Source: an optimization exercise on an open RTL-to-GDS flow (aim: small area, a short achievable clock period and few clock cycles per item). Production flows keep margins and buffers that such runs may drop. Where RTL was checked, it was by simulation tests only, not by an equivalence proof against the original. Power figures rest on the tool's default switching activity, not on a simulated workload.

// sha1_message_digest_unit
module sha1_message_digest_unit (
   input  wire logic        clock,
   input  wire logic        reset,
   input  wire logic        req_valid,
   output logic             req_ready,
   input  wire logic [7:0]  req_data_byte,
   input  wire logic        req_is_last,
   input  wire logic        req_no_byte,
   output logic             rsp_valid,
   input  wire logic        rsp_ready,
   output logic [31:0]      rsp_digest_word0,
   output logic [31:0]      rsp_digest_word1,
   output logic [31:0]      rsp_digest_word2,
   output logic [31:0]      rsp_digest_word3,
   output logic [31:0]      rsp_digest_word4
);
For scale: about 4600 cells after synthesis, ~1500 flip-flops, about 180 I/O pins, ~60000 µm² of cells after synthesis.
Settings: LEC_CHECK=0, CAP_MARGIN=20, CORE_MARGIN=2, CORE_UTILIZATION=40, PLACE_DENSITY=0.6, SLEW_MARGIN=20; clock period 7.5 ns.
run.sh (not shown) runs the stock make flow with config.mk's settings and CLKGATE_MAP_FILE= SYNTH_SCRIPT=/design/flow/synth_recipe.tcl, a recipe that flattens the netlist after the stock synthesis.
Edit:
--- a/flow/design.v
+++ b/flow/design.v
@@ -1,9 +1,9 @@
 `default_nettype none
 package smd_pkg;
-   localparam int R  = 1;
+   localparam int R  = 2;
    localparam int SW = 32 * R;
    localparam int NS = 16 / R;
    localparam int SB = 4 * R;           
    localparam int STEPS = 80 / R;
    localparam logic [159:0] CHAIN_IV = {
       32'h67452301, 32'hefcdab89, 32'h98badcfe, 32'h10325476, 32'hc3d2e1f0
Combinational power rises to 3.2 times its value.
Register-to-register slack gets worse by 0.75 ns.
Via count rises by 27%.
Non-clock buffer count rises by 193.
Power rises by 46%.
Count of clock-buffer cells in the layout rises by 9.
Die area rises by 15%.
Design area rises by 18%.
Sequential power rises by about 8%.
Setup slack gets worse by 0.75 ns.
Hold slack gets better by 0.016 ns.
Routed wire length rises by 40%.
Function was not checked in any run of this note: the RTL went through the layout flow alone.

--- another note on this design; it stands on its own ---

==> flow/design.v (excerpt) <==
module sha1_message_digest_unit (
   input  wire logic        clock,
   input  wire logic        reset,
   input  wire logic        req_valid,
   output logic             req_ready,
   input  wire logic [7:0]  req_data_byte,
   input  wire logic        req_is_last,
   input  wire logic        req_no_byte,
   output logic             rsp_valid,
   input  wire logic        rsp_ready,
   output logic [31:0]      rsp_digest_word0,
   output logic [31:0]      rsp_digest_word1,
   output logic [31:0]      rsp_digest_word2,
   output logic [31:0]      rsp_digest_word3,
   output logic [31:0]      rsp_digest_word4
);
export LEC_CHECK = 0
export CAP_MARGIN = 20
export CORE_MARGIN = 2
export CORE_UTILIZATION = 40
export PLACE_DENSITY = 0.6
export SETUP_SLACK_MARGIN = 4.0
export SLEW_MARGIN = 20
create_clock -name core_clock -period 7.5 [get_ports {clock}]
run.sh (not shown) runs the stock make flow with config.mk's settings and CLKGATE_MAP_FILE= SYNTH_SCRIPT=/design/flow/synth_recipe.tcl, a recipe that flattens the netlist after the stock synthesis.
Testbench counts at the start, summed over its fixed seeds: cycles 60,550, bytes 35,318.
Next try:
- CORE_UTILIZATION: 40 -> 60
- PLACE_DENSITY: 0.6 -> 0.75
Result: The changed run finished clean. Synthesized area does not change. Power grows by 0.43%. Critical path depth stays the same. Worst setup slack is worse by 18 ps. Global-route usage rose by 9.3 points. Non-clock buffer count climbs by 12. Die area is lower by 33%. Final area fell by 1.5%. Clock skew drops by 21 ps. Routed wire length went down by 2.3%.

* * *

sha1_message_digest_unit again, from the RTL that the note above started with.
Settings: LEC_CHECK=0, CAP_MARGIN=20, CORE_MARGIN=2, CORE_UTILIZATION=40, PLACE_DENSITY=0.6, SETUP_SLACK_MARGIN=5.0, SLEW_MARGIN=20; clock period 7.5 ns.
The baseline passed the timing, design-rule and antenna checks.
Testbench counts at the start, summed over its fixed seeds: cycles 60,550, bytes 35,318.
Rerun with:
SETUP_SLACK_MARGIN = 4.5   (was 5.0)
Effect: The new run went through all stages and came out clean. Maximum frequency rises by 4.3%. Count of clock-buffer cells in the layout rises by 7. Hold slack degrades by 0.0044 ns. Cell count falls by 4.2%. Worst setup slack improves by 0.14 ns. Via count falls by 3.9%. Synthesized area does not change. Sequential share of layout area rises by 3.6 points. Global-route usage falls by 1.6 points. First-iteration DRC count rises by 4.1%.
Rerun with:
TNS_END_PERCENT = 10   (was unset)
After rerunning:
- The new run completed without violations
- core utilization goes down by 0.37 points
- clock power goes up by a few percent
- setup slack loses 0.030 ns
- die area does not change
- clock-buffer cell count goes up by 1
- cell count goes down slightly
- hold slack gains 0.0092 ns
- routed wire length goes down slightly
- critical path depth goes down by 10
- via count goes down slightly
- global-route usage hardly moves

## separate check: timing with driven ports
Ports are ideal in the flow. The routed layouts listed here were re-timed in OpenROAD. Step 1, drivers: a clkbuf_16 drives clock and a buf_2 each remaining input, both assumed. Step 2 times the ports against the registers' clock, not the clock port: input delays grow and output delays shrink by t, the midpoint of the rising clock arrivals with the driver on. Three values: ideal, step 1, step 2; two values: the first two.
run	t, ns	slack for setup (ns)	worst setup path after step 2	slew at the worst register clock pin (ns)	worst data-port slew with drivers (ns)
the first run of note 1	0.836	1.028 / 1.028 / 1.028	register to register	0.06 / 0.06	0.03
the second run of note 1	0.845	0.276 / 0.276 / 0.276	register to register	0.07 / 0.07	0.04
the first run of note 2	0.847	4.061 / 3.982 / 3.740	input to register	0.07 / 0.07	0.03
the second run of note 2	0.815	4.043 / 3.972 / 4.060	register to register	0.07 / 0.07	0.06
the first run of note 3	0.875	4.201 / 4.201 / 4.201	register to register	0.07 / 0.07	0.06
the second run of note 3	0.855	4.339 / 4.339 / 3.891	input to register	0.07 / 0.07	0.09
the third run of note 3	0.857	4.309 / 4.247 / 3.725	input to register	0.07 / 0.07	0.03
After both steps setup and hold are still met in every run listed. For the third run of note 3, which loses most, drivers alone change the setup slack by -0.062 ns; drivers and shift together by -0.584 ns.
